Background: an optimization exercise with open tools, aiming at small area, a short achievable clock period and few clock cycles. Do not read the settings as production practice. At most, simulation tests tie the RTL to the original design; equivalence was not proved. No functional check of the RTL was part of runs 4 and 5. Power figures rest on the tool's default switching activity, not on a simulated workload.

File: design/flow/config.mk
export PLATFORM = sky130hd
export DESIGN_NAME = ppm_p6_top
export DESIGN_NICKNAME = ppm_p6_top
export VERILOG_FILES = /design/flow/design.v
export SDC_FILE = /design/flow/constraint.sdc
export NUM_CORES = 4
export LEC_CHECK = 0
export CAP_MARGIN = 20
export CORE_MARGIN = 2
export CORE_UTILIZATION = 40
export CTS_BUF_LIST = sky130_fd_sc_hd__clkbuf_8
export PLACE_DENSITY = 0.5
export SETUP_SLACK_MARGIN = 2.8
export SLEW_MARGIN = 20
File: design/flow/constraint.sdc
create_clock -name core_clock -period 5.0 [get_ports {clk}]
set_input_delay 1.0000 -clock core_clock [delete_from_list [all_inputs] [get_ports {clk}]]
set_output_delay 1.0000 -clock core_clock [all_outputs]
set_load 0.01 [all_outputs]
File: design/flow/design.v
package ppm_p6_pkg;
    localparam logic [2:0] KIND_PIXEL        = 3'd0;
    localparam logic [2:0] KIND_HEADER       = 3'd1;
    localparam logic [2:0] KIND_FORMAT_ERROR = 3'd2;
    localparam logic [2:0] KIND_SIZE_ERROR   = 3'd3;
    localparam logic [2:0] KIND_TRUNCATED    = 3'd4;
    localparam logic [2:0] KIND_DONE         = 3'd5;
    localparam logic [1:0] PH_SKIP   = 2'd0;
    localparam logic [1:0] PH_TOKEN  = 2'd1;
    localparam logic [1:0] PH_PIXELS = 2'd2;
    localparam logic [1:0] PH_FIN    = 2'd3;
    localparam logic [1:0] MAGIC_NONE = 2'd0;
    localparam logic [1:0] MAGIC_P    = 2'd1;
    localparam logic [1:0] MAGIC_P6   = 2'd2;
    localparam logic [1:0] MAGIC_BAD  = 2'd3;
    localparam logic [7:0] CHAR_P     = 8'h50;
    localparam logic [7:0] CHAR_SIX   = 8'h36;
    localparam logic [7:0] CHAR_HASH  = 8'h23;
    localparam logic [7:0] CHAR_NL    = 8'h0A;
    localparam logic [7:0] CHAR_MINUS = 8'h2D;
    localparam logic [7:0] CHAR_PLUS  = 8'h2B;
endpackage
import ppm_p6_pkg::*;
module ppm_p6_stream_decoder
(
    input  logic        clk,
    input  logic        rst_n,
    input  logic        in_valid,
    output logic        in_stall,
    input  logic [7:0]  in_byte,
    input  logic        in_eos,
    output logic        out_valid,
    input  logic        out_stall,
    output logic [2:0]  out_kind,
    output logic [7:0]  out_red,
    output logic [7:0]  out_green,
    output logic [7:0]  out_blue,
    output logic [15:0] out_column,
    output logic [15:0] out_row,
    output logic [15:0] out_width,
    output logic [15:0] out_height,
    output logic        out_last,
    input  logic        cfg_write,
    input  logic        cfg_index,
    input  logic [15:0] cfg_data
);
    logic [15:0] max_width_reg;
    logic [15:0] max_height_reg;
    always_ff @(posedge clk or negedge rst_n)
    begin
        if (!rst_n)
        begin
            max_width_reg  <= 16'hFFFF;
            max_height_reg <= 16'hFFFF;
        end
        else if (cfg_write)
        begin
            if (cfg_index)
                max_height_reg <= cfg_data;
            else
                max_width_reg  <= cfg_data;
        end
    end
    logic        ir_v;
    logic [7:0]  ir_b;
    logic        ir_eos;
    logic        ir_sep;        
    logic        ir_hash;
    logic        ir_digit;
    logic [1:0]  ir_dh;         
    logic        ir_ns;         
    logic        ir_res;        
    logic        ir_pix;        
    logic        ir_wbad;       
    logic        ir_hbad;
    logic        stall_reg;
    logic [1:0]  phase_reg;
    logic [1:0]  tok_reg;
    logic        comment_reg;
    logic [1:0]  magic_reg;
    logic        ovf_reg;
    logic        digit_reg;
    logic        neg_reg;
    logic        stop_reg;
    logic [1:0]  m255_reg;      
    logic        m255_bad;      
    logic        fmt_bad_reg;
    logic        size_bad_reg;
    logic [15:0] width_reg;
    logic [15:0] height_reg;
    logic [1:0]  comp_reg;
    logic [7:0]  red_reg;
    logic [7:0]  green_reg;
    logic [15:0] col_reg;       
    logic [15:0] row_reg;
    logic        s_v;
    logic [2:0]  s_kind;
    logic        s_dbl;
    logic [23:0] s_rgb;
    logic        o_v;
    logic [2:0]  o_kind;
    logic        o_last;
    logic [23:0] o_rgb;
    logic [15:0] o_col;
    logic [15:0] o_row;
    logic [15:0] o_w;
    logic [15:0] o_h;
    logic [7:0]  c;
    logic        pen;
    logic        eos;
    logic        skip, tokp, pixp, fin;
    logic        t_char, t_first, t_close, t_sign;
    logic        c_start, c_end;
    logic        acc_digit, acc_clear;
    logic        hdr_close;
    logic        pix_out;
    logic        col_last, row_last;
    assign c    = ir_b;
    assign pen  = ir_v && !stall_reg;
    assign eos  = ir_eos;
    assign skip = (phase_reg == PH_SKIP);
    assign tokp = (phase_reg == PH_TOKEN);
    assign pixp = (phase_reg == PH_PIXELS);
    assign fin  = (phase_reg == PH_FIN);
    assign t_char    = !eos && !ir_sep && (tokp || (skip && !comment_reg));
    assign t_first   = t_char && skip;
    assign t_sign    = t_first && (c == CHAR_MINUS || c == CHAR_PLUS);
    assign t_close   = !eos && tokp && ir_sep;
    assign c_start   = !eos && skip && !comment_reg && ir_hash;
    assign c_end     = !eos && skip && comment_reg && (c == CHAR_NL);
    assign acc_digit = t_char && !t_sign && !stop_reg && ir_digit;
    assign acc_clear = eos || t_close;
    assign hdr_close = t_close && (tok_reg == 2'd3);
    assign pix_out   = !eos && pixp && (comp_reg == 2'd2);
    logic [15:0] acc_mul;
    logic        acc_big;
    logic [15:0] acc_sum;
    assign acc_sum = {col_reg[14:0], 1'b1} + {col_reg[12:0], ir_dh, c[3]};
    assign acc_mul = {acc_sum[15:1], c[0]};
    assign acc_big = (col_reg > 16'd6553) || (col_reg == 16'd6553 && c[3:0] > 4'd5);
    logic        hdr_fmt;
    logic        hdr_size;
    logic        hdr_good;
    assign hdr_fmt  = (magic_reg != MAGIC_P6) || fmt_bad_reg || neg_reg ||
                      m255_bad || (m255_reg != 2'd3);
    assign hdr_size = size_bad_reg || ir_wbad || ir_hbad;
    assign hdr_good = !hdr_fmt && !hdr_size;
    logic [2:0]  r_kind;
    logic        r_dbl;
    always_comb
    begin
        r_dbl = 1'b0;
        if (pixp && !eos)
        begin
            r_kind = KIND_PIXEL;
            r_dbl  = col_last && row_last;
        end
        else if (pixp)
            r_kind = KIND_TRUNCATED;
        else if (hdr_fmt || (tok_reg != 2'd3) || skip)
            r_kind = KIND_FORMAT_ERROR;
        else if (hdr_size)
            r_kind = KIND_SIZE_ERROR;
        else
        begin
            r_kind = KIND_HEADER;
            r_dbl  = eos;
        end
    end
    logic [1:0]  phase_n;
    logic [1:0]  tok_n;
    logic [1:0]  comp_n;
    always_comb
    begin
        phase_n = phase_reg;
        if (eos)
            phase_n = PH_SKIP;
        else if (t_char)
            phase_n = PH_TOKEN;
        else if (t_close)
            phase_n = (tok_reg != 2'd3) ? PH_SKIP : (hdr_good ? PH_PIXELS : PH_FIN);
        else if (pix_out && col_last && row_last)
            phase_n = PH_FIN;
        tok_n = tok_reg;
        if (eos)
            tok_n = 2'd0;
        else if (t_close && tok_reg != 2'd3)
            tok_n = tok_reg + 2'd1;
        comp_n = comp_reg;
        if (eos)
            comp_n = 2'd0;
        else if (hdr_close)
            comp_n = {1'b0, ir_hash};
        else if (pixp)
            comp_n = (comp_reg == 2'd2) ? 2'd0 : comp_reg + 2'd1;
    end
    logic        tokp_d;
    logic [1:0]  tok_d;
    logic        comp2_d;
    logic        in_sep, in_hash, in_digit;
    logic        ns_new, res_new, pix_new;
    assign tokp_d  = pen ? t_char || (tokp && !eos && !ir_sep) : tokp;
    assign tok_d   = pen ? tok_n : tok_reg;
    assign comp2_d = pen ? (pixp && !eos && comp_reg == 2'd1) : (comp_reg == 2'd2);
    assign in_hash = (in_byte == CHAR_HASH);
    assign in_sep  = (in_byte == 8'h20) || (in_byte >= 8'h09 && in_byte <= 8'h0D) || in_hash;
    assign in_digit = (in_byte[7:4] == 4'h3) && (in_byte[3:0] <= 4'd9);
    assign pix_new = !in_eos && comp2_d;
    assign ns_new  = in_eos || (tokp_d && in_sep) || comp2_d;
    assign res_new = pix_new || (!in_eos && tokp_d && in_sep && tok_d == 2'd3);
    logic        r_put;
    logic        take;
    logic        o_free;
    logic        o_en;
    logic        s_v_n;
    logic        o_v_n;
    logic        s_pix;
    logic        e_pix;
    logic        e_hdr;
    logic        adv;
    logic [2:0]  e_kind;
    logic        e_dbl;
    logic [23:0] e_rgb;
    assign r_put  = pen && (ir_res || (eos && !fin));
    assign take   = o_v && !out_stall;
    assign o_free = !o_v || (take && o_last);
    assign o_en   = !o_v || !out_stall;
    assign s_pix  = (s_kind == KIND_PIXEL);
    assign e_kind = s_v ? s_kind : r_kind;
    assign e_dbl  = s_v ? s_dbl  : r_dbl;
    assign e_rgb  = s_v ? s_rgb  : {red_reg, green_reg, c};
    assign e_pix  = s_v ? s_pix  : ir_pix;
    assign e_hdr  = s_v ? (s_kind == KIND_HEADER) : (tokp && tok_reg == 2'd3 && hdr_good);
    assign adv    = o_free && (s_v ? s_pix : (pen && ir_pix));
    assign s_v_n  = (s_v || r_put) && !o_free;
    assign o_v_n  = o_free ? (s_v || r_put) : 1'b1;
    logic in_fire;
    logic ir_v_n;
    logic ns_d;
    logic pix_d;
    assign in_fire = in_valid && !stall_reg;
    assign ir_v_n  = in_fire || (ir_v && !pen);
    assign ns_d    = in_fire ? ns_new : ir_ns;
    assign pix_d   = in_fire ? pix_new : ir_pix;
    always_ff @(posedge clk or negedge rst_n)
    begin
        if (!rst_n)
        begin
            ir_v      <= 1'b0;
            stall_reg <= 1'b0;
            s_v       <= 1'b0;
            o_v       <= 1'b0;
        end
        else
        begin
            ir_v      <= ir_v_n;
            stall_reg <= ir_v_n && ((ns_d && s_v_n) || (pix_d && s_v));
            s_v       <= s_v_n;
            o_v       <= o_v_n;
        end
    end
    always_ff @(posedge clk)
    begin
        if (!stall_reg)
        begin
            ir_b     <= in_byte;
            ir_eos   <= in_eos;
            ir_sep   <= in_sep;
            ir_hash  <= in_hash;
            ir_digit <= in_digit;
            ir_dh    <= {in_byte[2] | in_byte[3], in_byte[1] | in_byte[3]};
            ir_ns    <= ns_new;
            ir_res   <= res_new;
            ir_pix   <= pix_new;
            ir_wbad  <= (width_reg == 16'd0) || (width_reg > max_width_reg);
            ir_hbad  <= (height_reg == 16'd0) || (height_reg > max_height_reg);
        end
        if (r_put)
        begin
            s_kind <= r_kind;
            s_dbl  <= r_dbl;
            s_rgb  <= {red_reg, green_reg, c};
        end
        if (o_en)
        begin
            if (o_v && !o_last)
            begin
                o_kind <= (o_kind == KIND_PIXEL) ? KIND_DONE : KIND_TRUNCATED;
                o_last <= 1'b1;
                o_rgb  <= 24'd0;
                o_col  <= 16'd0;
                o_row  <= 16'd0;
                o_w    <= 16'd0;
                o_h    <= 16'd0;
            end
            else
            begin
                o_kind <= e_kind;
                o_last <= !e_dbl;
                o_rgb  <= e_pix ? e_rgb : 24'd0;
                o_col  <= e_pix ? col_reg : 16'd0;
                o_row  <= e_pix ? row_reg : 16'd0;
                o_w    <= e_hdr ? width_reg  : 16'd0;
                o_h    <= e_hdr ? height_reg : 16'd0;
            end
        end
    end
    always_ff @(posedge clk or negedge rst_n)
    begin
        if (!rst_n)
        begin
            phase_reg    <= PH_SKIP;
            tok_reg      <= 2'd0;
            comment_reg  <= 1'b0;
            magic_reg    <= MAGIC_NONE;
            col_reg      <= 16'd0;
            ovf_reg      <= 1'b0;
            digit_reg    <= 1'b0;
            neg_reg      <= 1'b0;
            stop_reg     <= 1'b0;
            m255_reg     <= 2'd0;
            m255_bad     <= 1'b0;
            fmt_bad_reg  <= 1'b0;
            size_bad_reg <= 1'b0;
            comp_reg     <= 2'd0;
        end
        else
        begin
            if (pen)
            begin
                phase_reg <= phase_n;
                tok_reg   <= tok_n;
                comp_reg  <= comp_n;
                if (eos)
                    comment_reg <= 1'b0;
                else if (c_start)
                    comment_reg <= 1'b1;
                else if (c_end)
                    comment_reg <= 1'b0;
                else if (t_close && tok_reg != 2'd3)
                    comment_reg <= ir_hash;
                if (eos)
                    magic_reg <= MAGIC_NONE;
                else if (t_char && tok_reg == 2'd0)
                    magic_reg <= t_first ? ((c == CHAR_P) ? MAGIC_P : MAGIC_BAD)
                                         : ((magic_reg == MAGIC_P && c == CHAR_SIX) ? MAGIC_P6 : MAGIC_BAD);
                if (acc_clear)
                begin
                    m255_reg <= 2'd0;
                    m255_bad <= 1'b0;
                end
                else if (acc_digit)
                begin
                    if (m255_reg == 2'd0 && c[3:0] == 4'd2)
                        m255_reg <= 2'd1;
                    else if ((m255_reg == 2'd1 || m255_reg == 2'd2) && c[3:0] == 4'd5)
                        m255_reg <= m255_reg + 2'd1;
                    else if (m255_reg != 2'd0 || c[3:0] != 4'd0)
                        m255_bad <= 1'b1;
                end
                if (acc_clear)
                begin
                    ovf_reg   <= 1'b0;
                    digit_reg <= 1'b0;
                    neg_reg   <= 1'b0;
                    stop_reg  <= 1'b0;
                end
                else if (t_char)
                begin
                    if (acc_digit)
                    begin
                        ovf_reg   <= ovf_reg || acc_big;
                        digit_reg <= 1'b1;
                    end
                    if (t_first && c == CHAR_MINUS)
                        neg_reg <= 1'b1;
                    if (!t_sign && !ir_digit)
                        stop_reg <= 1'b1;
                end
                if (eos)
                begin
                    fmt_bad_reg  <= 1'b0;
                    size_bad_reg <= 1'b0;
                end
                else if (t_close && (tok_reg == 2'd1 || tok_reg == 2'd2))
                begin
                    if (!digit_reg)
                        fmt_bad_reg <= 1'b1;
                    if (neg_reg || ovf_reg)
                        size_bad_reg <= 1'b1;
                end
            end
            if (pen && acc_clear)
                col_reg <= 16'd0;
            else if (pen && acc_digit)
                col_reg <= acc_mul;
            else if (adv)
                col_reg <= col_last ? 16'd0 : col_reg + 16'd1;
        end
    end
    always_ff @(posedge clk)
    begin
        if (pen && t_close && tok_reg == 2'd1)
            width_reg <= col_reg;
        if (pen && t_close && tok_reg == 2'd2)
            height_reg <= col_reg;
        if (pen && ((pixp && comp_reg == 2'd0) || (hdr_close && ir_hash)))
            red_reg <= c;
        if (pen && pixp && comp_reg == 2'd1)
            green_reg <= c;
        col_last <= (col_reg + 16'd1 == width_reg);
        row_last <= (row_reg + 16'd1 == height_reg);
        if (pen && hdr_close)
            row_reg <= 16'd0;
        else if (adv && col_last)
            row_reg <= row_reg + 16'd1;
    end
    assign in_stall   = stall_reg;
    assign out_valid  = o_v;
    assign out_kind   = o_kind;
    assign out_red    = o_rgb[23:16];
    assign out_green  = o_rgb[15:8];
    assign out_blue   = o_rgb[7:0];
    assign out_column = o_col;
    assign out_row    = o_row;
    assign out_width  = o_w;
    assign out_height = o_h;
    assign out_last   = o_last;
endmodule
module ppm_p6_top
(
    input  logic        clk,
    input  logic        rst_n,
    input  logic        in_valid,
    output logic        in_stall,
    input  logic [7:0]  in_byte,
    input  logic        in_eos,
    output logic        out_valid,
    input  logic        out_stall,
    output logic [2:0]  out_kind,
    output logic [7:0]  out_red,
    output logic [7:0]  out_green,
    output logic [7:0]  out_blue,
    output logic [15:0] out_column,
    output logic [15:0] out_row,
    output logic [15:0] out_width,
    output logic [15:0] out_height,
    output logic        out_last,
    input  logic        cfg_write,
    input  logic        cfg_index,
    input  logic [15:0] cfg_data
);
    ppm_p6_stream_decoder u_dec (
        .clk        (clk),
        .rst_n      (rst_n),
        .in_valid   (in_valid),
        .in_stall   (in_stall),
        .in_byte    (in_byte),
        .in_eos     (in_eos),
        .out_valid  (out_valid),
        .out_stall  (out_stall),
        .out_kind   (out_kind),
        .out_red    (out_red),
        .out_green  (out_green),
        .out_blue   (out_blue),
        .out_column (out_column),
        .out_row    (out_row),
        .out_width  (out_width),
        .out_height (out_height),
        .out_last   (out_last),
        .cfg_write  (cfg_write),
        .cfg_index  (cfg_index),
        .cfg_data   (cfg_data)
    );
endmodule
File: design/flow/run.sh
#!/bin/bash
# synth_recipe.tcl (not shown) runs the flow's synth.tcl, then flattens the netlist and writes it again
# the make line also repeats each setting of config.mk as NAME=value (left out here)
make -C /OpenROAD-flow-scripts/flow DESIGN_CONFIG=/design/flow/config.mk WORK_HOME=/design/flow/orfs CLKGATE_MAP_FILE= SYNTH_SCRIPT=/design/flow/synth_recipe.tcl finish
==> notes.md, run 1 <==
- Outcome: timing/DRC/antenna clean
- Maximum number of pins on one net before global-route repair: 48
- Number of cells on the worst reg-to-reg path: 7
- Worst setup margin: 2760 ps
- Slew at the pin closest to its max-slew limit: 826 ps
- Area grow syn2layout: 26.0%
- Hold Slack: 448 ps
- Filler cell count in the final layout: 3091
- Share of the clock period used by the worst path after layout: 44.8%
- Share of cells above drive strength 1: 28.0%
- I/O pin count: 125
- Final antenna-violating net count: 0
- Number of slew-limit violations in the final report: 0
- Library cell with the highest instance count after synthesis: sky130_fd_sc_hd__edfxtp_1
- Share of synthesized area occupied by flip-flops and latches: 56.9%
- Maximum resistive drop on vdd: 0.161 mV
- Leading registers by flop count: u_dec.o_rgb x24, u_dec.s_rgb x24
- Via count: 10.1k
- Kind of start point of the critical path: flop
- Number of detailed-route iterations in the first pass: 4
- Adder-cell share of the synthesized area: 5.28%
- Total die area: 35600 sq um
- Final setup violation count: 0
- Endpoint of the worst-slack reg-to-reg timing path: u_dec.col_reg[10]
- Input/output buffers: 124
- Post-synthesis net count: 1287
- Most area-hungry cell type in the Yosys netlist: sky130_fd_sc_hd__edfxtp_1
- Required time of the critical path: 5490 ps
- Final WL: 37.7 mm
- Worst hold path stage count: 0
- Hold WC Path Type: flop to flop
- DIE HEIGHT: 189 um
- Clock Pin Slew Worst Setup and Hold Paths: 60 ps
- Path type of the worst setup path: flop to flop
- Static leakage: 6.84 nW
- Clock sink total: 275
- Yosys synthesis warning count: 1
- Slew HR: 44.9%
- Number of H-tree levels: 2
- Syn Std Cell Area: 13700 sq um
- Number of rows in the core area: 67
- Number of remaining DRC errors: 0
- Wire per inst: 19.9 um
- Number of flops mapped to enable cells by yosys: 187
- Dominant combinational cell family by area after synthesis: simple AND/OR/NAND/NOR gates
- Final instance count without filler cells: 1900
- Sum of negative setup slack: 0 ps
- Distinct cells, synth: 76
- Cell count after synthesis: 1199
- Placed wire-length estimate: 24.8 mm
- Setup repair after global routing missed its margin: yes
- Most instantiated cells after synthesis: sky130_fd_sc_hd__edfxtp_1 (187), sky130_fd_sc_hd__nor2_1 (96), sky130_fd_sc_hd__nand2_1 (72)
- Beginning of the worst register-to-register path: u_dec.ir_b[3]
- Pre-CTS worst setup slack: 1570 ps
- Antenna violations before repair: 1
- Core Region: 33500 sq um
- Minimum clock period: 2240 ps
- Die outline width: 189 um
- Synth Area in Compound Gates: 10.0%
- Inserted Clock Buffers: 48
- First-pass GRT wire length: 58.4 mm
- Area fraction in and, or, nand and nor cells after synthesis: 16.5%
- Synth async-reset ratio: 25.5%
- Final Core Density: 51.3%
- Mean Syn Cell Area: 11.4 sq um
- Number of DRC violations after detailed-routing iteration 0: 736
- # Max-Cap Violations: 0
- Overflow left after global routing: 0
- Multiplexer area fraction after synthesis: 3.61%
- Clk_skew: 22.4 ps
- Portion of synthesized cell area occupied by the leading cell type: 41.1%
- Synthesized-area fraction occupied by xor and xnor cells: 4.11%
- Buffer levels on the longest clock path: 3
- Most frequently used flop master after synthesis: sky130_fd_sc_hd__edfxtp_1
- Highest achievable clock rate: 446 MHz
- Via count of the first global-routing pass: 9972
- Clock latency on the worst-skew pair: 570 ps
- Antenna diodes: 0
- Final hold viol count: 0
- Worst Path Max Fanout: 4
- Drt via density: 5.31
- Minimum setup slack among reg-to-reg paths: 2760 ps
- Crit path arrival time: 2730 ps
- Pwr/cell area: 340 nW/um^2
- Startpoint of the lowest-slack hold path: u_dec.red_reg[2]
- Sort of element at the end of the critical path: flop
- Layout Nets: 1500
- Worst hold path endpoint: u_dec.s_rgb[18]
- CTS tree: yes
- Overall track demand over capacity in global routing: 21.2%
- Total of flip-flops plus latches after synthesis: 275
- Initial Util: 40.7%
- Placer's final routability congestion estimate: 0.840
- Clock tree root buffer cell: sky130_fd_sc_hd__clkbuf_8
- Top cells by area, synth: sky130_fd_sc_hd__edfxtp_1 (41%), sky130_fd_sc_hd__dfrtp_1 (7.0%), sky130_fd_sc_hd__dfstp_2 (6.2%), sky130_fd_sc_hd__ha_1 (5.1%), sky130_fd_sc_hd__xnor2_1 (2.7%)
- Inst Count DP: 1732
==> area by class of cell <==
cell class                      count  area (sq um)  area share (%)
Tap cell                          448           561            3.26
Inverter                           66           248            1.44
Clock inverter                     30           153           0.887
Sequential cell                   275          7830            45.5
Multi-Input combinational cell    807          5940            34.5
Clock buffer                       60           826            4.80
Timing Repair Buffer              214          1650            9.61
==> power by group <==
part,internal (mW),switching (mW)
logic,0.413,0.550
registers,2.70,0.146
clock network,1.13,0.912
==> critical path: stages (launching register included) <==
cell and delay (ps):
sky130_fd_sc_hd__edfxtp_1 440, sky130_fd_sc_hd__or3b_4 420, sky130_fd_sc_hd__nor4_4 360, sky130_fd_sc_hd__nor3_2 80, sky130_fd_sc_hd__buf_6 140, sky130_fd_sc_hd__or3_4 360
sky130_fd_sc_hd__o32a_1 310, sky130_fd_sc_hd__o21ai_2 60
==> stage by stage <==
stage / power, mW / cell area [sq um]
final: 5.85 / 17200
after global routing: 6.13 / 17200
after CTS: 5.92 / 17100
after detailed placement: 3.82 / 15400
after global placement: 3.82 / 15400
after floorplan: 3.38 / 13700
==> cells in the final DEF, fill, tap and decap left out, types with 24 or more instances in the layout <==
cell,n
sky130_fd_sc_hd__a21oi_1,54
sky130_fd_sc_hd__and2_1,53
sky130_fd_sc_hd__buf_2,43
sky130_fd_sc_hd__buf_4,76
sky130_fd_sc_hd__clkbuf_2,33
sky130_fd_sc_hd__clkbuf_8,60
sky130_fd_sc_hd__clkdlybuf4s50_1,24
sky130_fd_sc_hd__dfstp_2,32
sky130_fd_sc_hd__edfxtp_1,187
sky130_fd_sc_hd__ha_1,51
sky130_fd_sc_hd__inv_1,83
sky130_fd_sc_hd__mux2i_1,29
sky130_fd_sc_hd__nand2_1,69
sky130_fd_sc_hd__nand3_1,25
sky130_fd_sc_hd__nor2_1,91
sky130_fd_sc_hd__o21ai_0,53
sky130_fd_sc_hd__xnor2_1,41
==> per-layer routing <==
| metal | track usage (%) | up-vias | share of wire, % |
|---|---|---|---|
| li1 | - | 4827 | - |
| met1 | 30.4 | 4939 | 48 |
| met2 | 33.2 | 254 | 46 |
| met3 | 3.58 | 65 | 4.6 |
| met4 | 5.71 | 0 | 2.0 |
| met5 | 0 | - | 0 |
==> how the worst max path moves through the flow <==
stage | from | endpoint | cells past startpoint
6_report | u_dec.ir_b[3] | u_dec.col_reg[10] | 7
5_1_grt | u_dec.ir_b[3] | u_dec.col_reg[14] | 7
4_1_cts | u_dec.ir_b[3] | u_dec.col_reg[10] | 7
3_5_place_dp | out_stall | u_dec.col_reg[7] | 7
3_3_place_gp | out_stall | u_dec.col_reg[5] | 7
2_1_floorplan | out_stall | u_dec.col_reg[10] | 6
==> what timing repair did <==
action	4_1_cts	5_1_grt
gates resized for setup	356	105
pin swaps	25	24
setup buffers	57	18
cloned	3	0
hold buffers	0	0
endpoints found under the hold margin	0	0
setup endpoints to repair	235	141
==> cell families (layout without fill, tap and decap cells) <==
logic type | after synthesis | count (layout)
compound gates | 218 | 218
simple gates | 419 | 421
fa+ha+maj | 57 | 57
mux | 47 | 47
buf+inv | 119 | 370
xor+xnor | 64 | 64
flops | 275 | 275
Testbench counts, summed over its fixed seeds: cycles 66,959.
==> run 2: changes to the inputs <==
--- a/design/flow/config.mk
+++ b/design/flow/config.mk
@@ -8,5 +8,5 @@
 export CAP_MARGIN = 20
 export CORE_MARGIN = 2
-export CORE_UTILIZATION = 40
+export CORE_UTILIZATION = 45
 export CTS_BUF_LIST = sky130_fd_sc_hd__clkbuf_8
 export PLACE_DENSITY = 0.5
==> run 2 against run 1 <==
Synthesized cell count unchanged; fmax decreased by 4.1%; count of clock-buffer cells in the layout down 9; register-to-register slack got worse by 96 ps; flip-flop and latch count unchanged; design area is 1.3% lower; clock power is 6% lower; synthesized area unchanged; worst setup slack worse by 96 ps; critical path type unchanged; largest power group unchanged; highest routed layer unchanged.
==> notes.md, run 2 <==
- Outcome: timing/DRC/antenna clean
- Most used routing layer in global routing: met2
- GRT met2 Usage: 37.1% (+3.9 points)
- Area grow syn2layout: 24.3%
- Input/output buffers: 124 (unchanged)
- Post-synthesis net count: 1287 (unchanged)
- Clock Pin Slew Worst Setup and Hold Paths: 60 ps (about the same)
- Overall track demand over capacity in global routing: 23.4% (+2.2 points)
- Routing usage on met1: 33.6% (+3.2 points)
- Mean Syn Cell Area: 11.4 sq um (unchanged)
- Via count of the first global-routing pass: 9925 (-0.47%)
- Beginning of the worst register-to-register path: u_dec.ir_b[3]
- I/O pin count: 125 (unchanged)
- Placer's final routability congestion estimate: 0.831 (-1.0%)
- Share of the clock period used by the worst path after layout: 46.8% (+1.9 points)
- Placed wire-length estimate: 24.0 mm (-3.0%)
- Via count: 10.2k (+0.88%)
- Most used cells in the layout excluding fill and tap cells: sky130_fd_sc_hd__edfxtp_1 (187), sky130_fd_sc_hd__inv_1 (90), sky130_fd_sc_hd__nor2_1 (90)
- Minimum clock period: 2340 ps (+95.8 ps)
- Most area-hungry cell type in the Yosys netlist: sky130_fd_sc_hd__edfxtp_1
- Startpoint of the lowest-slack hold path: u_dec.red_reg[7]
- Inst Count DP: 1673 (-3.4%)
- Wire per inst: 20.4 um (+2.9%)
- Final WL: 37.2 mm (-1.3%)
- Share of cells above drive strength 1: 27.1% (-0.90 points)
- Drt via density: 5.58 (+5.1%)
- Syn Std Cell Area: 13700 sq um (unchanged)
- Number of slew-limit violations in the final report: 0 (unchanged)
- Number of DRC violations after detailed-routing iteration 0: 793 (+7.7%)
- Overflow left after global routing: 0 (unchanged)
- Clock latency on the worst-skew pair: 570 ps (about the same)
- Most frequent standard cell in the layout excluding fill and tap cells: sky130_fd_sc_hd__edfxtp_1
- Slew HR: 41.4% (-3.4 points)
- Cell count after synthesis: 1199 (unchanged)
- Layout Nets: 1484 (-1.1%)
- CTS tree: yes
- Sort of element at the end of the critical path: flop
- Yosys synthesis warning count: 1 (unchanged)
- Sum of negative setup slack: 0 ps (unchanged)
- DIE HEIGHT: 178 um (-5.6%)
- Final instance count without filler cells: 1824 (-4.0%)
- Buffer levels on the longest clock path: 3 (unchanged)
- Final hold viol count: 0 (unchanged)
- Antenna violations before repair: 1 (unchanged)
- Max stage delay cell, worst path: sky130_fd_sc_hd__a2111o_1
- Met3 usage in global routing: 3.32% (-0.25 points)
- Portion of synthesized cell area occupied by the leading cell type: 41.1% (unchanged)
- Final setup violation count: 0 (unchanged)
- Maximum number of pins on one net before global-route repair: 71 (+48%)
- Delay of the slowest critical-path stage: 450 ps (about the same)
- Required time of the critical path: 5450 ps (-40 ps)
- Maximum resistive drop on vdd: 0.221 mV (+38%)
- Static leakage: 6.75 nW (-1.4%)
- Leading registers by flop count: u_dec.o_rgb x24, u_dec.s_rgb x24
- Hold WC Path Type: flop to flop
- Area of the multi-input gates: 6020 sq um (+1.3%)
- Synth async-reset ratio: 25.5% (unchanged)
- Path type of the worst setup path: flop to flop
- Clock tree root buffer cell: sky130_fd_sc_hd__clkbuf_8
- Clock sink total: 275 (unchanged)
- Total die area: 31700 sq um (-11%)
- Inserted Clock Buffers: 48 (unchanged)
- Library cell with the highest instance count after synthesis: sky130_fd_sc_hd__edfxtp_1
- Final antenna-violating net count: 0 (unchanged)
- Die outline width: 178 um (-5.6%)
- Number of remaining DRC errors: 0 (unchanged)
- Setup repair after global routing missed its margin: yes
- Filler cell count in the final layout: 2627 (-15%)
- Slew at the pin closest to its max-slew limit: 879 ps (+52.6 ps)
- Share of synthesized area occupied by flip-flops and latches: 56.9% (unchanged)
- Crit path arrival time: 2790 ps (+60 ps)
- Top cells by area, synth: sky130_fd_sc_hd__edfxtp_1 (41%), sky130_fd_sc_hd__dfrtp_1 (7.0%), sky130_fd_sc_hd__dfstp_2 (6.2%), sky130_fd_sc_hd__ha_1 (5.1%), sky130_fd_sc_hd__xnor2_1 (2.7%)
- Most frequently used flop master after synthesis: sky130_fd_sc_hd__edfxtp_1
- Number of H-tree levels: 2 (unchanged)
- Pwr/cell area: 336 nW/um^2 (-1.1%)
- Pre-CTS worst setup slack: 1560 ps (-13.7 ps)
- Kind of start point of the critical path: flop
- Worst Path Max Fanout: 2 (-2)
- Clk_skew: 19.1 ps (-3.31 ps)
- Most instantiated cells after synthesis: sky130_fd_sc_hd__edfxtp_1 (187), sky130_fd_sc_hd__nor2_1 (96), sky130_fd_sc_hd__nand2_1 (72)
- Register area: 7820 sq um (about the same)
- Number of rows in the core area: 63 (-6.0%)
- # Max-Cap Violations: 0 (unchanged)
- Number of flops mapped to enable cells by yosys: 187 (unchanged)
- First-pass GRT wire length: 57.0 mm (-2.4%)
- Source of the critical timing path: u_dec.ir_b[3]
- Core Region: 29700 sq um (-11%)
- Cells along the critical path: buf_6 > fa_2 > a211oi_4 > o21ai_2 > a2111o_1 > a31oi_1 > xor2_1 > o22ai_1
- Worst setup margin: 2660 ps (-95.8 ps)
- Number of detailed-route iterations in the first pass: 5 (+1)
- Antenna diodes: 0 (unchanged)
- Distinct cells, synth: 76 (unchanged)
- Total of flip-flops plus latches after synthesis: 275 (unchanged)
- Highest achievable clock rate: 428 MHz (-4.1%)
- Initial Util: 45.9% (+5.2 points)
run 2: cell count changes in the layout (fill, tap and decap cells not counted), sizes merged:
| cell | change |
|---|---|
| clkdlybuf4s15 | -6 |
| inv | +8 |
| bufbuf | -1 |
| clkbuf | -9 |
| buf | -9 |
| clkinvlp | -1 |
run 2: worst max-delay path, delay by kind of cell, from the launching register on:
family / cells / cell delay [ps]
AOI/OAI and AO/OA: 5 / 1100
DFF: 1 / 410
adders and majority gates: 1 / 370
xor gates and xnor gates: 1 / 210
buffers and inverters: 1 / 150
run 2: logic make-up (layout without fill, tap and decap cells):
kind of cell    count (synthesis)  in the layout  synth area share (%)
buf+inv                       119            352                  3.59
mux                            47             47                  3.61
flops                         275            275                  56.9
xor+xnor                       64             64                  4.11
compound gates                218            218                  10.0
simple gates                  419            421                  16.5
fa+ha+maj                      57             57                  5.28
run 2: path summary, 6_finish.rpt:
kind	slack (ps)	cells after the start	to
max in group asynchronous	3390	2	u_dec.max_height_reg[9]
min	450	0	u_dec.s_rgb[23]
max	2660	8	u_dec.col_reg[14]
min in group asynchronous	550	1	u_dec.col_reg[12]
max reg2reg	2660	8	u_dec.col_reg[14]
min reg2reg	450	0	u_dec.s_rgb[23]
run 2: metrics by stage:
| stage | area [sq um] | hold slack, ps | total power [mW] | util [%] |
|---|---|---|---|---|
| detailed placement | 15300 | 444 | 3.81 | 51.4 |
| finish | 17000 | 450 | 5.71 | 57.1 |
| global route | 17000 | 471 | 5.98 | 57.1 |
| CTS | 16800 | 453 | 5.75 | 56.6 |
| global placement | 15300 | 436 | 3.80 | 51.4 |
| floorplan | 13700 | 426 | 3.38 | - |
run 2: repair_timing:
| item | in CTS | in global routing |
|---|---|---|
| pin swaps | 25 | 27 |
| buffers inserted | 48 | 12 |
| gates cloned | 2 | 1 |
| hold buffers | 0 | 0 |
| setup endpoints to repair | 251 | 150 |
| resized for setup | 373 | 120 |
| hold endpoints to repair | 0 | 0 |
run 2: cell type report:
type	count	share of cell area (%)
inverter	66	1.46
tap	390	2.87
sequential	275	46.1
clock inverter	37	1.10
multi-input combinational	807	35.4
timing repair buffer	198	8.92
clock buffer	51	4.14
run 2: power breakdown:
part           switching, mW  leakage [nW]  internal, mW  total, mW
Sequential             0.155          2.88          2.70       2.85
Combinational          0.539          3.32         0.399      0.938
Clock                  0.924         0.547         0.997       1.92
run 2: layer usage:
| layer | vias to the layer above | share of wire (%) |
|---|---|---|
| li1 | 4805 | - |
| met1 | 5000 | 47 |
| met2 | 294 | 46 |
| met3 | 75 | 4.7 |
| met4 | 0 | 2.6 |
| met5 | - | 0 |
==> run 3: changes to the inputs <==
==> design/flow/flow/run.sh (new file) <==
#!/bin/bash
# Layout flow: the standard synthesis unchanged, then the standard ORFS layout
# with the port buffers built from buf_2 cells instead of delay cells, and the
# timing repair free to change a cell's footprint. Each step's full output is
# in orfs/logs/; the two make runs log to synth.log and layout.log here.
set -euo pipefail
bash standard.sh synth > synth.log 2>&1
bash standard.sh "BUFFER_PORTS_ARGS=-buffer_cell sky130_fd_sc_hd__buf_2" MATCH_CELL_FOOTPRINT=0 finish > layout.log 2>&1
==> design/flow/standard.sh (new file) <==
#!/bin/bash
# synth_recipe.tcl (not shown) runs the flow's synth.tcl, then flattens the netlist and writes it again
# the make line also repeats each setting of config.mk as NAME=value (left out here)
make -C /OpenROAD-flow-scripts/flow DESIGN_CONFIG=/design/flow/config.mk WORK_HOME=/design/flow/orfs CLKGATE_MAP_FILE= SYNTH_SCRIPT=/design/flow/synth_recipe.tcl "${@:-finish}"
--- a/design/flow/config.mk
+++ b/design/flow/config.mk
@@ -8,7 +8,7 @@
 export CAP_MARGIN = 20
 export CORE_MARGIN = 2
-export CORE_UTILIZATION = 45
+export CORE_UTILIZATION = 40
 export CTS_BUF_LIST = sky130_fd_sc_hd__clkbuf_8
-export PLACE_DENSITY = 0.5
+export PLACE_DENSITY = 0.6
 export SETUP_SLACK_MARGIN = 2.8
 export SLEW_MARGIN = 20
removed: design/flow/run.sh
==> run 3 against run 2 <==
Register-to-register slack got worse by 60 ps; utilization decreased by 7.1 points; power decreased by 1.5%; via count increased by 0.82%; worst setup slack got worse by 61 ps; clock skew increased by 7.6 ps; non-clock buffer count increased by 8; hold slack got worse by 0.66 ps; largest power group unchanged; sequential share of layout area increased by 0.53 points; clock power decreased by 6%; synthesized area unchanged.
==> notes.md, run 3 <==
- Final WL: 36.4 mm (-2.3%)
- Beginning of the worst register-to-register path: u_dec.col_reg[10]
- Startpoint of the lowest-slack hold path: u_dec.green_reg[2]
- Static leakage: 6.72 nW (-0.33%)
- Endpoint of the worst-slack reg-to-reg timing path: u_dec.col_reg[14]
- Post-synthesis net count: 1287 (unchanged)
- Post-CTS Hold Fix Bufs: 0 (unchanged)
- Number of remaining DRC errors: 0 (unchanged)
- Die outline width: 189 um (+5.9%)
- Most frequent standard cell in the layout excluding fill and tap cells: sky130_fd_sc_hd__edfxtp_1
- Slew HR: 34.5% (-6.9 points)
- Number of slew-limit violations in the final report: 0 (unchanged)
- Yosys synthesis warning count: 1 (unchanged)
- Overall track demand over capacity in global routing: 20.4% (-3.0 points)
- Most area-hungry cell type in the Yosys netlist: sky130_fd_sc_hd__edfxtp_1
- Clock tree root buffer cell: sky130_fd_sc_hd__clkbuf_8
- Hold WC Path Type: flop to flop
- Pwr/cell area: 336 nW/um^2 (-0.24%)
- Sort of element at the end of the critical path: flop
- Input/output buffers: 124 (unchanged)
- Hold Slack: 449 ps (-0.658 ps)
- Share of synthesized area occupied by flip-flops and latches: 56.9% (unchanged)
- Layout Nets: 1488 (+0.27%)
- Pre-CTS worst setup slack: 1910 ps (+352 ps)
- Number of DRC violations after detailed-routing iteration 0: 725 (-8.6%)
- Power, Total: 5.63 mW (-1.5%)
- Minimum clock period: 2400 ps (+60.7 ps)
- Cell count after synthesis: 1199 (unchanged)
- Core Region: 33500 sq um (+13%)
- Clock latency on the worst-skew pair: 580 ps (about the same)
- Worst hold path endpoint: u_dec.s_rgb[10]
- Number of detailed-route iterations in the first pass: 6 (+1)
- Clock sink total: 275 (unchanged)
- Buffer levels on the longest clock path: 3 (unchanged)
- Placer's final routability congestion estimate: 0.878 (+5.7%)
- Setup repair after global routing missed its margin: yes
- Worst Path Max Fanout: 10 (+8)
- I/O pin count: 125 (unchanged)
- Number of flops mapped to enable cells by yosys: 187 (unchanged)
- Outcome: timing/DRC/antenna clean
- Most used cells in the layout excluding fill and tap cells: sky130_fd_sc_hd__edfxtp_1 (187), sky130_fd_sc_hd__buf_2 (122), sky130_fd_sc_hd__nor2_1 (90)
- Clock Pin Slew Worst Setup and Hold Paths: 60 ps (about the same)
- Source of the critical timing path: u_dec.col_reg[10]
- Wire per inst: 19.3 um (-5.4%)
- Mean Syn Cell Area: 11.4 sq um (unchanged)
- Sum of negative setup slack: 0 ps (unchanged)
- Library cell with the highest instance count after synthesis: sky130_fd_sc_hd__edfxtp_1
- Required time of the critical path: 5440 ps (about the same)
- Number of cells on the worst reg-to-reg path: 7 (-1)
- Most frequently used flop master after synthesis: sky130_fd_sc_hd__edfxtp_1
- Crit path arrival time: 2840 ps (+50 ps)
- Post-route standard cell area excluding fillers: 16800 sq um (-1.2%)
- Antenna diodes: 0 (unchanged)
- Path type of the worst setup path: flop to flop
- Cell area after placement: 14700 sq um (-3.7%)
- Highest achievable clock rate: 417 MHz (-2.5%)
- Number of H-tree levels: 2 (unchanged)
- Inserted Clock Buffers: 45 (-6.3%)
- Portion of synthesized cell area occupied by the leading cell type: 41.1% (unchanged)
- Total of flip-flops plus latches after synthesis: 275 (unchanged)
- Maximum resistive drop on vdd: 0.158 mV (-29%)
- First-pass GRT wire length: 56.8 mm (-0.21%)
- Worst setup margin: 2600 ps (-60.7 ps)
- Distinct cells, synth: 76 (unchanged)
- Syn Std Cell Area: 13700 sq um (unchanged)
- Initial Util: 40.7% (-5.2 points)
- Leading registers by flop count: u_dec.o_rgb x24, u_dec.s_rgb x24
- Overflow left after global routing: 0 (unchanged)
- Share of the clock period used by the worst path after layout: 48.0% (+1.2 points)
- Synth async-reset ratio: 25.5% (unchanged)
- Final setup violation count: 0 (unchanged)
- Drt via density: 5.45 (-2.3%)
- Most instantiated cells after synthesis: sky130_fd_sc_hd__edfxtp_1 (187), sky130_fd_sc_hd__nor2_1 (96), sky130_fd_sc_hd__nand2_1 (72)
- Minimum setup slack among reg-to-reg paths: 2600 ps (-60 ps)
- Share of cells above drive strength 1: 29.9% (+2.8 points)
- Worst hold path stage count: 0 (unchanged)
- Antenna violations before repair: 0 (-1)
- Kind of start point of the critical path: flop
- Slew at the pin closest to its max-slew limit: 983 ps (+104 ps)
- Clk_skew: 26.8 ps (+7.65 ps)
- Via count: 10.3k (+0.82%)
- DIE HEIGHT: 189 um (+5.9%)
- Area grow syn2layout: 22.8%
- Via count of the first global-routing pass: 10.1k (+2.1%)
- Placed wire-length estimate: 23.6 mm (-2.0%)
- CTS tree: yes
- Final antenna-violating net count: 0 (unchanged)
- Top cells by area, synth: sky130_fd_sc_hd__edfxtp_1 (41%), sky130_fd_sc_hd__dfrtp_1 (7.0%), sky130_fd_sc_hd__dfstp_2 (6.2%), sky130_fd_sc_hd__ha_1 (5.1%), sky130_fd_sc_hd__xnor2_1 (2.7%)
- Maximum number of pins on one net before global-route repair: 75 (+5.6%)
- Total die area: 35600 sq um (+12%)
- # Max-Cap Violations: 0 (unchanged)
- Number of rows in the core area: 67 (+6.3%)
- Final hold viol count: 0 (unchanged)
[run 3: cell count changes in the layout (fill, tap and decap cells not counted), sizes merged, moves of 2 or more]
cell / delta
dlymetal6s2s: -2
inv: -9
clkdlybuf4s15: -12
clkdlybuf4s50: -24
buf: +81
clkinv: +5
clkbuf: -34
dlygate4sd2: -3
[run 3: cell families (layout without fill, tap and decap cells)]
group                    Yosys count  count (layout)  share of synthesized area [%]
multiplexers                      47              47                           3.61
adder cells (fa/ha/maj)           57              57                           5.28
AND/OR/NAND/NOR                  419             420                           16.5
XOR/XNOR                          64              64                           4.11
AO/OA/AOI/OAI                    218             218                           10.0
buffers and inverters            119             354                           3.59
flip-flops                       275             275                           56.9
[run 3: timing repair]
action,CTS,global route
setup endpoints to repair,177,170
buffers inserted,52,18
resized for setup,93,49
cloned,2,0
pin swaps,30,24
[run 3: per-layer routing]
metal	part of all wire (%)	wire length, um	track usage (%)	vias to the layer above
li1	-	-	-	4808
met1	44	16100	27.7	5009
met2	47	17000	32.6	350
met3	5.7	2070	3.58	90
met4	3.4	1240	8.14	0
met5	0	0	0	-
[run 3: worst max-delay path, cell delays in order, from the launching register on]
cell and delay, ps:
sky130_fd_sc_hd__dfrtp_2 520, sky130_fd_sc_hd__ha_1 420, sky130_fd_sc_hd__a21oi_1 260, sky130_fd_sc_hd__inv_1 120, sky130_fd_sc_hd__a2111o_1 380, sky130_fd_sc_hd__a31oi_2 200
sky130_fd_sc_hd__xor2_2 230, sky130_fd_sc_hd__o22ai_1 130
[run 3: report_power, final]
part / switching [mW] / internal (mW) / leakage (nW)
clock network: 0.907 / 0.905 / 0.481
logic: 0.562 / 0.407 / 3.36
registers: 0.149 / 2.70 / 2.88
total: 1.62 / 4.01 / 6.72
[run 3: layout make-up]
class | instances | area (sq um)
flip-flops and latches | 275 | 7810
inverters | 66 | 248
multi-input cells | 806 | 5960
well taps | 448 | 561
clock inverters | 33 | 145
fillers | 3025 | 16800
clock buffers | 49 | 674
repair buffers | 206 | 1370
[run 3: worst max path at each step]
stage,endpoint,slack [ps],cells past startpoint
3_5_place_dp,u_dec.col_reg[5],1910,7
6_report,u_dec.col_reg[14],2600,7
3_3_place_gp,u_dec.col_reg[5],1990,7
4_1_cts,u_dec.col_reg[14],2660,7
2_1_floorplan,u_dec.col_reg[10],2800,6
5_1_grt,u_dec.col_reg[14],2540,7
[run 3: stage by stage]
| step | std cells | utilization, % |
|---|---|---|
| floorplan | 1199 | - |
| global placement | 1729 | 43.9 |
| detailed placement | 1729 | 43.9 |
| CTS | 1865 | 48.8 |
| global route | 1883 | 50.0 |
| finish | 1883 | 50.0 |
==> run 4: changes to the inputs <==
--- a/design/flow/design.v
+++ b/design/flow/design.v
@@ -72,4 +72,5 @@
     logic        ir_res;        
     logic        ir_pix;        
+    logic        ir_tc;         
     logic        ir_wbad;       
     logic        ir_hbad;
@@ -104,6 +105,6 @@
     logic [15:0] o_col;
     logic [15:0] o_row;
-    logic [15:0] o_w;
-    logic [15:0] o_h;
+    logic        o_hdr;         
+    logic        hdr_pend;      
     logic [7:0]  c;
     logic        pen;
@@ -199,5 +200,5 @@
     logic        comp2_d;
     logic        in_sep, in_hash, in_digit;
-    logic        ns_new, res_new, pix_new;
+    logic        ns_new, res_new, pix_new, tc_new;
     assign tokp_d  = pen ? t_char || (tokp && !eos && !ir_sep) : tokp;
     assign tok_d   = pen ? tok_n : tok_reg;
@@ -209,4 +210,5 @@
     assign ns_new  = in_eos || (tokp_d && in_sep) || comp2_d;
     assign res_new = pix_new || (!in_eos && tokp_d && in_sep && tok_d == 2'd3);
+    assign tc_new  = !in_eos && tokp_d && in_sep && (tok_d == 2'd1 || tok_d == 2'd2);
     logic        r_put;
     logic        take;
@@ -239,8 +241,12 @@
     logic ns_d;
     logic pix_d;
+    logic tc_d;
+    logic hdr_pend_n;
     assign in_fire = in_valid && !stall_reg;
     assign ir_v_n  = in_fire || (ir_v && !pen);
     assign ns_d    = in_fire ? ns_new : ir_ns;
     assign pix_d   = in_fire ? pix_new : ir_pix;
+    assign tc_d    = in_fire ? tc_new : ir_tc;
+    assign hdr_pend_n = (r_put && r_kind == KIND_HEADER) || (hdr_pend && !(take && o_hdr));
     always_ff @(posedge clk or negedge rst_n)
     begin
@@ -251,11 +257,16 @@
             s_v       <= 1'b0;
             o_v       <= 1'b0;
+            hdr_pend  <= 1'b0;
+            o_hdr     <= 1'b0;
         end
         else
         begin
             ir_v      <= ir_v_n;
-            stall_reg <= ir_v_n && ((ns_d && s_v_n) || (pix_d && s_v));
+            stall_reg <= ir_v_n && ((ns_d && s_v_n) || (pix_d && s_v) || (tc_d && hdr_pend_n));
             s_v       <= s_v_n;
             o_v       <= o_v_n;
+            hdr_pend  <= hdr_pend_n;
+            if (o_en)
+                o_hdr <= !(o_v && !o_last) && e_hdr;
         end
     end
@@ -273,4 +284,5 @@
             ir_res   <= res_new;
             ir_pix   <= pix_new;
+            ir_tc    <= tc_new;
             ir_wbad  <= (width_reg == 16'd0) || (width_reg > max_width_reg);
             ir_hbad  <= (height_reg == 16'd0) || (height_reg > max_height_reg);
@@ -291,6 +303,4 @@
                 o_col  <= 16'd0;
                 o_row  <= 16'd0;
-                o_w    <= 16'd0;
-                o_h    <= 16'd0;
             end
             else
@@ -301,6 +311,4 @@
                 o_col  <= e_pix ? col_reg : 16'd0;
                 o_row  <= e_pix ? row_reg : 16'd0;
-                o_w    <= e_hdr ? width_reg  : 16'd0;
-                o_h    <= e_hdr ? height_reg : 16'd0;
             end
         end
@@ -424,6 +432,6 @@
     assign out_column = o_col;
     assign out_row    = o_row;
-    assign out_width  = o_w;
-    assign out_height = o_h;
+    assign out_width  = o_hdr ? width_reg  : 16'd0;
+    assign out_height = o_hdr ? height_reg : 16'd0;
     assign out_last   = o_last;
 endmodule
==> design/flow/run.sh (new file) <==
#!/bin/bash
# synth_recipe.tcl (not shown) runs the flow's synth.tcl, then flattens the netlist and writes it again
# the make line also repeats each setting of config.mk as NAME=value (left out here)
make -C /OpenROAD-flow-scripts/flow DESIGN_CONFIG=/design/flow/config.mk WORK_HOME=/design/flow/orfs CLKGATE_MAP_FILE= SYNTH_SCRIPT=/design/flow/synth_recipe.tcl finish
removed: design/flow/flow/run.sh
removed: design/flow/standard.sh
==> run 4 against run 3 <==
Via count down 1.5%; critical path type is now flop to output port; clock skew shrank 9.0 ps; count of clock-buffer cells in the layout is 2 lower; fmax is 7.9% lower.
==> notes.md, run 4 <==
- Static leakage: 6.64 nW (-1.2%)
- Worst Path Max Fanout: 8 (-2)
- Most used cells in the layout excluding fill and tap cells: sky130_fd_sc_hd__edfxtp_1 (156), sky130_fd_sc_hd__nand2_1 (93), sky130_fd_sc_hd__nor2_1 (92)
- Via count of the first global-routing pass: 9592 (-5.3%)
- Layout Nets: 1498 (+0.67%)
- Max stage delay cell, worst path: sky130_fd_sc_hd__dfrtp_4
- Number of buffers and inverters on the critical path: 2 (+1)
- Internal Power: 4.74 mW (+18%)
- Highest achievable clock rate: 384 MHz (-7.9%)
- Syn Std Cell Area: 12900 sq um (-5.7%)
- Cells along the critical path: clkbuf_16 > and2_4 > buf_6
- Sort of element at the end of the critical path: output port
- First-pass GRT wire length: 54.5 mm (-4.1%)
- Final WL: 36.4 mm (+0.16%)
- Required time of the critical path: 4000 ps (-1440 ps)
- Core Region: 31600 sq um (-5.7%)
- Clock sink total: 246 (-11%)
- Via count: 10.1k (-1.5%)
- Synth async-reset ratio: 29.3% (+3.8 points)
- Yosys synthesis warning count: 1 (unchanged)
- Cell count after synthesis: 1188 (-0.92%)
- CTS tree: yes
- Inserted Clock Buffers: 42 (-6.7%)
- Number of flops mapped to enable cells by yosys: 156 (-17%)
- Sum of negative setup slack: 0 ps (unchanged)
- Most instantiated cells after synthesis: sky130_fd_sc_hd__edfxtp_1 (156), sky130_fd_sc_hd__nand2_1 (97), sky130_fd_sc_hd__nor2_1 (97)
- Hold WC Path Type: input port to async pin
- Area grow syn2layout: 30.3%
- Minimum clock period: 2600 ps (+204 ps)
- Filler cell count in the final layout: 2776 (-8.2%)
- Leading registers by flop count: u_dec.o_rgb x24, u_dec.s_rgb x24
- Library cell with the highest instance count after synthesis: sky130_fd_sc_hd__edfxtp_1
- Total of flip-flops plus latches after synthesis: 246 (-11%)
- Total die area: 33600 sq um (-5.5%)
- Net load switching power: 2.67 mW (+65%)
- Placed wire-length estimate: 22.9 mm (-2.8%)
- Clock power frac: 24.0% (-8.2 points)
- Switching power as a share of total power: 36.0% (+7.3 points)
- Number of remaining DRC errors: 0 (unchanged)
- Clk_skew: 17.7 ps (-9.02 ps)
- Outcome: timing/DRC/antenna clean
- Input/output buffers: 124 (unchanged)
- Maximum number of pins on one net before global-route repair: 41 (-45%)
- DIE HEIGHT: 183 um (-2.8%)
- Distinct cells, synth: 77 (+1.3%)
- Most area-hungry cell type in the Yosys netlist: sky130_fd_sc_hd__edfxtp_1
- Most frequent standard cell in the layout excluding fill and tap cells: sky130_fd_sc_hd__edfxtp_1
- # Max-Cap Violations: 0 (unchanged)
- Minimum setup slack among reg-to-reg paths: 2700 ps (+100 ps)
- Slew HR: 39.7% (+5.2 points)
- Final antenna-violating net count: 0 (unchanged)
- Final hold viol count: 0 (unchanged)
- Portion of total power attributed to sequential cells: 39.1% (-12 points)
- Delay of the slowest critical-path stage: 570 ps (+50 ps)
- Setup repair after global routing missed its margin: yes
- Die outline width: 183 um (-2.8%)
- Number of H-tree levels: 2 (unchanged)
- Number of rows in the core area: 65 (-3.0%)
- Hold Slack: 307 ps (-142 ps)
- Number of slew-limit violations in the final report: 0 (unchanged)
- Comb pwr share: 36.9% (+20 points)
- Overflow left after global routing: 0 (unchanged)
- Share of cells above drive strength 1: 31.8% (+1.9 points)
- Top Family by Delay on Critical Path: flip-flops
- Portion of synthesized cell area occupied by the leading cell type: 36.4% (-4.8 points)
- Final setup violation count: 0 (unchanged)
- Placer's final routability congestion estimate: 0.833 (-5.1%)
- Clock Pin Slew Worst Setup and Hold Paths: 60 ps (about the same)
- Kind of start point of the critical path: flop
- Buffer levels on the longest clock path: 3 (unchanged)
- Path type of the worst setup path: flop to output port
- Number of detailed-route iterations in the first pass: 5 (-1)
- Mean Syn Cell Area: 10.8 sq um (-4.8%)
- Share of synthesized area occupied by flip-flops and latches: 53.5% (-3.4 points)
- Antenna diodes: 0 (unchanged)
- Clock latency on the worst-skew pair: 570 ps (about the same)
- Share of the clock period used by the worst path after layout: 52.1% (+4.1 points)
- Crit path arrival time: 1600 ps (-1240 ps)
- Wire per inst: 19.8 um (+2.3%)
- Number of DRC violations after detailed-routing iteration 0: 1054 (+45%)
- Maximum resistive drop on vdd: 0.204 mV (+29%)
- Drt via density: 5.48 (+0.60%)
- Clock tree root buffer cell: sky130_fd_sc_hd__clkbuf_8
- Post-route standard cell area excluding fillers: 16800 sq um (about the same)
- Most frequently used flop master after synthesis: sky130_fd_sc_hd__edfxtp_1
- Antenna violations before repair: 0 (unchanged)
- I/O pin count: 125 (unchanged)
- Initial Util: 40.7% (about the same)
- Cell area after placement: 14500 sq um (-1.5%)
- Pwr/cell area: 442 nW/um^2 (+32%)
- Overall track demand over capacity in global routing: 20.8% (+0.37 points)
- Slew at the pin closest to its max-slew limit: 904 ps (-78.6 ps)
- Post-synthesis net count: 1277 (-0.78%)
- Top cells by area, synth: sky130_fd_sc_hd__edfxtp_1 (36%), sky130_fd_sc_hd__dfrtp_1 (7.8%), sky130_fd_sc_hd__dfstp_2 (6.5%), sky130_fd_sc_hd__ha_1 (5.5%), sky130_fd_sc_hd__and2_1 (2.9%)
run 4: path summary, 6_finish.rpt:
path	from	to	depth (start not counted)
setup reg to reg	u_dec.col_reg[1]	u_dec.col_reg[15]	8
max in group asynchronous	rst_n	u_dec.col_reg[4]	2
hold / removal	rst_n	u_dec.s_v	1
min in group core_clock	u_dec.green_reg[7]	u_dec.s_rgb[15]	0
hold reg to reg	u_dec.green_reg[7]	u_dec.s_rgb[15]	0
setup / recovery	u_dec.o_hdr	out_height[0]	3
run 4: power groups by stage:
stage / Sequential [mW] / Clock, mW / Combinational, mW
2_1_floorplan: 2.91 / 0 / 1.41
3_3_place_gp: 3.09 / 0 / 2.01
3_5_place_dp: 3.09 / 0 / 2.03
4_1_cts: 2.89 / 1.82 / 2.52
5_1_grt: 2.93 / 1.90 / 2.97
6_report: 2.90 / 1.78 / 2.73
run 4: logic make-up after synthesis:
family,Yosys count,share of synthesized area (%)
adders and majority gates,58,5.69
buffers and inverters,111,3.58
xor gates and xnor gates,69,4.69
AOI/OAI and AO/OA,209,10.3
and+or+nand+nor,446,18.2
muxes,49,4.02
DFF,246,53.5
run 4: routing by layer:
layer,GRT usage (%),routed length [um]
met5,0,0
met4,6.62,1060
met3,2.85,2030
met1,29.2,16300
met2,33.4,17100
run 4: layout make-up:
cell class	count	area, sq um	area share (%)
flip-flops and latches	246	6930	41.3
well taps	402	503	3.00
clock buffers	47	647	3.86
clock inverters	30	175	1.04
multi-input cells	834	6220	37.1
inverters	53	199	1.19
repair buffers	232	2100	12.5
run 4: what timing repair did:
action	CTS	global route
cloned	4	5
gates resized for setup	346	198
buffers inserted	73	19
setup endpoints to repair	203	101
hold buffers	0	0
pin swaps	30	26
run 4: stage by stage:
step	total power, mW	std cells	utilization [%]	setup WS, ps
2_1_floorplan	4.33	1188	-	2710
5_1_grt	7.80	1844	53.0	2360
3_3_place_gp	5.09	1666	45.8	1510
6_report	7.41	1844	53.0	2400
3_5_place_dp	5.12	1666	45.8	1490
4_1_cts	7.23	1820	51.3	2320
==> run 5: changes to the inputs <==
--- a/design/flow/config.mk
+++ b/design/flow/config.mk
@@ -10,5 +10,5 @@
 export CORE_UTILIZATION = 40
 export CTS_BUF_LIST = sky130_fd_sc_hd__clkbuf_8
-export PLACE_DENSITY = 0.6
+export PLACE_DENSITY = 0.5
 export SETUP_SLACK_MARGIN = 2.8
 export SLEW_MARGIN = 20
==> run 5 against run 4 <==
Critical path depth is the same; non-clock buffer count grew 5; design area is 1.1% higher; sequential power increased by 1%; via count grew 0.29%; routed wire length grew 7.3%; critical endpoint unchanged; largest cell class unchanged.
==> notes.md, run 5 <==
- Number of DRC violations after detailed-routing iteration 0: 662 (-37%)
- Post-CTS Hold Fix Bufs: 0 (unchanged)
- Share of synthesized area occupied by flip-flops and latches: 53.5% (unchanged)
- Layout Nets: 1506 (+0.53%)
- Final WL: 39.1 mm (+7.3%)
- Total die area: 33600 sq um (unchanged)
- Number of detailed-route iterations in the first pass: 5 (unchanged)
- Minimum clock period: 2660 ps (+59.2 ps)
- Clock sink total: 246 (unchanged)
- Most area-hungry cell type in the Yosys netlist: sky130_fd_sc_hd__edfxtp_1
- Pwr/cell area: 448 nW/um^2 (+1.5%)
- Final setup violation count: 0 (unchanged)
- Number of remaining DRC errors: 0 (unchanged)
- DIE HEIGHT: 183 um (unchanged)
- Slew HR: 39.1% (-0.53 points)
- Post-synthesis net count: 1277 (unchanged)
- Number of slew-limit violations in the final report: 0 (unchanged)
- Share of the clock period used by the worst path after layout: 53.2% (+1.2 points)
- Sum of negative setup slack: 0 ps (unchanged)
- Final hold viol count: 0 (unchanged)
- Sort of element at the end of the critical path: output port
- Slew at the pin closest to its max-slew limit: 912 ps (+7.92 ps)
- Die outline width: 183 um (unchanged)
- Overflow left after global routing: 0 (unchanged)
- Switching power as a share of total power: 36.3% (+0.28 points)
- # Max-Cap Violations: 0 (unchanged)
- Buffer levels on the longest clock path: 3 (unchanged)
- Library cell with the highest instance count after synthesis: sky130_fd_sc_hd__edfxtp_1
- Internal Power: 4.84 mW (+2.1%)
- Input/output buffers: 124 (unchanged)
- Number of flops mapped to enable cells by yosys: 156 (unchanged)
- Source of the critical timing path: u_dec.o_hdr
- Final antenna-violating net count: 0 (unchanged)
- Clock Pin Slew Worst Setup and Hold Paths: 60 ps (about the same)
- Core Region: 31600 sq um (unchanged)
- Comb pwr share: 36.9% (about the same)
- Syn Std Cell Area: 12900 sq um (unchanged)
- Portion of total power attributed to sequential cells: 38.7% (-0.4 points)
- CTS tree: yes
- Drt via density: 5.46 (-0.31%)
- Clock power frac: 24.4% (+0.4 points)
- Top Family by Delay on Critical Path: flip-flops
- Hold WC Path Type: input port to async pin
- Distinct cells, synth: 77 (unchanged)
- Initial Util: 40.7% (unchanged)
- Required time of the critical path: 4000 ps (about the same)
- Delay of the slowest critical-path stage: 500 ps (-70 ps)
- Outcome: timing/DRC/antenna clean
- Placed wire-length estimate: 25.0 mm (+9.1%)
- Cells along the critical path: buf_12 > and2_1 > dlygate4sd2_1
- Cell count after synthesis: 1188 (unchanged)
- I/O pin count: 125 (unchanged)
- Kind of start point of the critical path: flop
- Share of cells above drive strength 1: 32.2% (+0.33 points)
- Antenna violations before repair: 0 (unchanged)
- Portion of synthesized cell area occupied by the leading cell type: 36.4% (unchanged)
- Synth async-reset ratio: 29.3% (unchanged)
- Via count of the first global-routing pass: 9886 (+3.1%)
- Most frequently used flop master after synthesis: sky130_fd_sc_hd__edfxtp_1
- Path type of the worst setup path: flop to output port
- Number of buffers and inverters on the critical path: 2 (unchanged)
- Net load switching power: 2.76 mW (+3.3%)
- Maximum resistive drop on vdd: 0.299 mV (+47%)
- Worst Path Max Fanout: 16 (+8)
- Setup repair after global routing missed its margin: yes
- Beginning of the worst register-to-register path: u_dec.col_reg[0]
- Most instantiated cells after synthesis: sky130_fd_sc_hd__edfxtp_1 (156), sky130_fd_sc_hd__nand2_1 (97), sky130_fd_sc_hd__nor2_1 (97)
- Hold Slack: 389 ps (+82.2 ps)
- Clock tree root buffer cell: sky130_fd_sc_hd__clkbuf_8
- Crit path arrival time: 1660 ps (+60 ps)
- Inserted Clock Buffers: 43 (+2.4%)
- Area grow syn2layout: 31.6%
- Highest achievable clock rate: 376 MHz (-2.2%)
- Wire per inst: 21.1 um (+6.7%)
- Placer's final routability congestion estimate: 0.812 (-2.6%)
- Via count: 10.1k (+0.29%)
- Overall track demand over capacity in global routing: 23.2% (+2.4 points)
- Most frequent standard cell in the layout excluding fill and tap cells: sky130_fd_sc_hd__edfxtp_1
- Most used cells in the layout excluding fill and tap cells: sky130_fd_sc_hd__edfxtp_1 (156), sky130_fd_sc_hd__nand2_1 (94), sky130_fd_sc_hd__nor2_1 (90)
- Clk_skew: 33.0 ps (+15.2 ps)
- Number of H-tree levels: 2 (unchanged)
- Yosys synthesis warning count: 1 (unchanged)
- Mean Syn Cell Area: 10.8 sq um (unchanged)
- Leading registers by flop count: u_dec.o_rgb x24, u_dec.s_rgb x24
- Static leakage: 6.77 nW (+1.9%)
- Max stage delay cell, worst path: sky130_fd_sc_hd__dfrtp_4
- First-pass GRT wire length: 60.0 mm (+10%)
- Top cells by area, synth: sky130_fd_sc_hd__edfxtp_1 (36%), sky130_fd_sc_hd__dfrtp_1 (7.8%), sky130_fd_sc_hd__dfstp_2 (6.5%), sky130_fd_sc_hd__ha_1 (5.5%), sky130_fd_sc_hd__and2_1 (2.9%)
- Clock latency on the worst-skew pair: 580 ps (about the same)
- Total of flip-flops plus latches after synthesis: 246 (unchanged)
- Maximum number of pins on one net before global-route repair: 43 (+4.9%)
- Number of rows in the core area: 65 (unchanged)
-- run 5: repair_timing --
item / 4_1_cts / 5_1_grt
pin swaps: 39 / 27
setup buffers: 83 / 18
gates cloned: 7 / 1
resized for setup: 404 / 113
endpoints found under the setup margin: 246 / 105
endpoints found under the hold margin: 0 / 0
-- run 5: final timing paths --
check                      cells after the start  slack (ps)                 to
max                                            3        2340      out_height[0]
min                                            1         390      u_dec.neg_reg
max reg2reg                                   11        2650  u_dec.col_reg[10]
min reg2reg                                    0         450     u_dec.s_rgb[9]
max in group asynchronous                      2        3610  u_dec.col_reg[10]
min in group core_clock                        0         450     u_dec.s_rgb[9]
-- run 5: cell families after synthesis --
kind of cell,Yosys count,synth area share (%)
XOR/XNOR,69,4.69
adder cells (fa/ha/maj),58,5.69
flip-flops,246,53.5
AND/OR/NAND/NOR,446,18.2
buffers and inverters,111,3.58
multiplexers,49,4.02
AO/OA/AOI/OAI,209,10.3
-- run 5: final cells by class --
class / instances / area [sq um]
Clock buffer: 53 / 729
Antenna cell: 1 / 2.50
Inverter: 53 / 199
Fill cell: 2823 / 14700
Tap cell: 402 / 503
Clock inverter: 27 / 143
Timing Repair Buffer: 237 / 2030
Sequential cell: 246 / 6950
Multi-Input combinational cell: 836 / 6400
-- run 5: through the flow --
stage	power (mW)	cell area (sq um)	utilization, %	setup WS [ps]	cells
2_1_floorplan	4.33	13000	-	2710	1188
3_3_place_gp	5.15	14500	45.8	1540	1665
3_5_place_dp	5.18	14500	45.8	1490	1665
4_1_cts	7.41	16500	52.2	2300	1835
5_1_grt	8.02	17000	53.6	2290	1854
6_report	7.60	17000	53.6	2340	1855
-- run 5: power groups by stage --
stage / clock network, mW / logic (mW) / registers, mW
3_5_place_dp: 0 / 2.07 / 3.11
4_1_cts: 1.90 / 2.57 / 2.94
2_1_floorplan: 0 / 1.41 / 2.91
3_3_place_gp: 0 / 2.04 / 3.11
5_1_grt: 1.98 / 3.06 / 2.98
6_report: 1.85 / 2.81 / 2.94
-- run 5: routing by layer --
layer  part of all wire [%]  global-route usage, %  vias up
li1                       -                      -     4797
met3                    4.8                   3.09       51
met2                     45                   35.3      282
met5                      0                      0        -
met1                     48                   35.0     5004
met4                    1.9                   6.02        0
-- run 5: worst register-to-register path, stage by stage (launching register included) --
cell and delay [ps]:
sky130_fd_sc_hd__dfrtp_2 370, sky130_fd_sc_hd__buf_6 110, sky130_fd_sc_hd__buf_6 100, sky130_fd_sc_hd__buf_6 90
sky130_fd_sc_hd__ha_4 170, sky130_fd_sc_hd__and4_4 240, sky130_fd_sc_hd__nand4_1 160, sky130_fd_sc_hd__buf_4 190
sky130_fd_sc_hd__buf_6 110, sky130_fd_sc_hd__or4_4 460, sky130_fd_sc_hd__a31o_1 220, sky130_fd_sc_hd__o21ai_2 50

[re-timing with driven ports]
Ports are ideal in the flow. The routed layouts listed here were re-timed in OpenROAD.
Step 1, drivers: a clkbuf_16 drives clk and a buf_2 each remaining input, both assumed.
Step 2 also shifts input and output timing later by t, the mid clock arrival at the registers, as if the neighbouring blocks saw the same clock.
Three values: no drivers, after step 1, after step 2; two values: the first two.
run	shift t [ns]	setup slack, ns	worst setup path after step 2
run 1	0.605	2.758 / 2.758 / 2.223	input to register
run 2	0.608	2.662 / 2.662 / 2.206	input to register
run 3	0.615	2.601 / 2.601 / 2.334	input to register
run 4	0.601	2.397 / 2.353 / 2.275	input to register
run 5	0.605	2.338 / 2.294 / 2.212	input to register
After both steps every run listed still meets setup and hold. For run 1, which loses most, drivers alone change the setup slack by 0.000 ns; drivers and shift together by -0.535 ns.
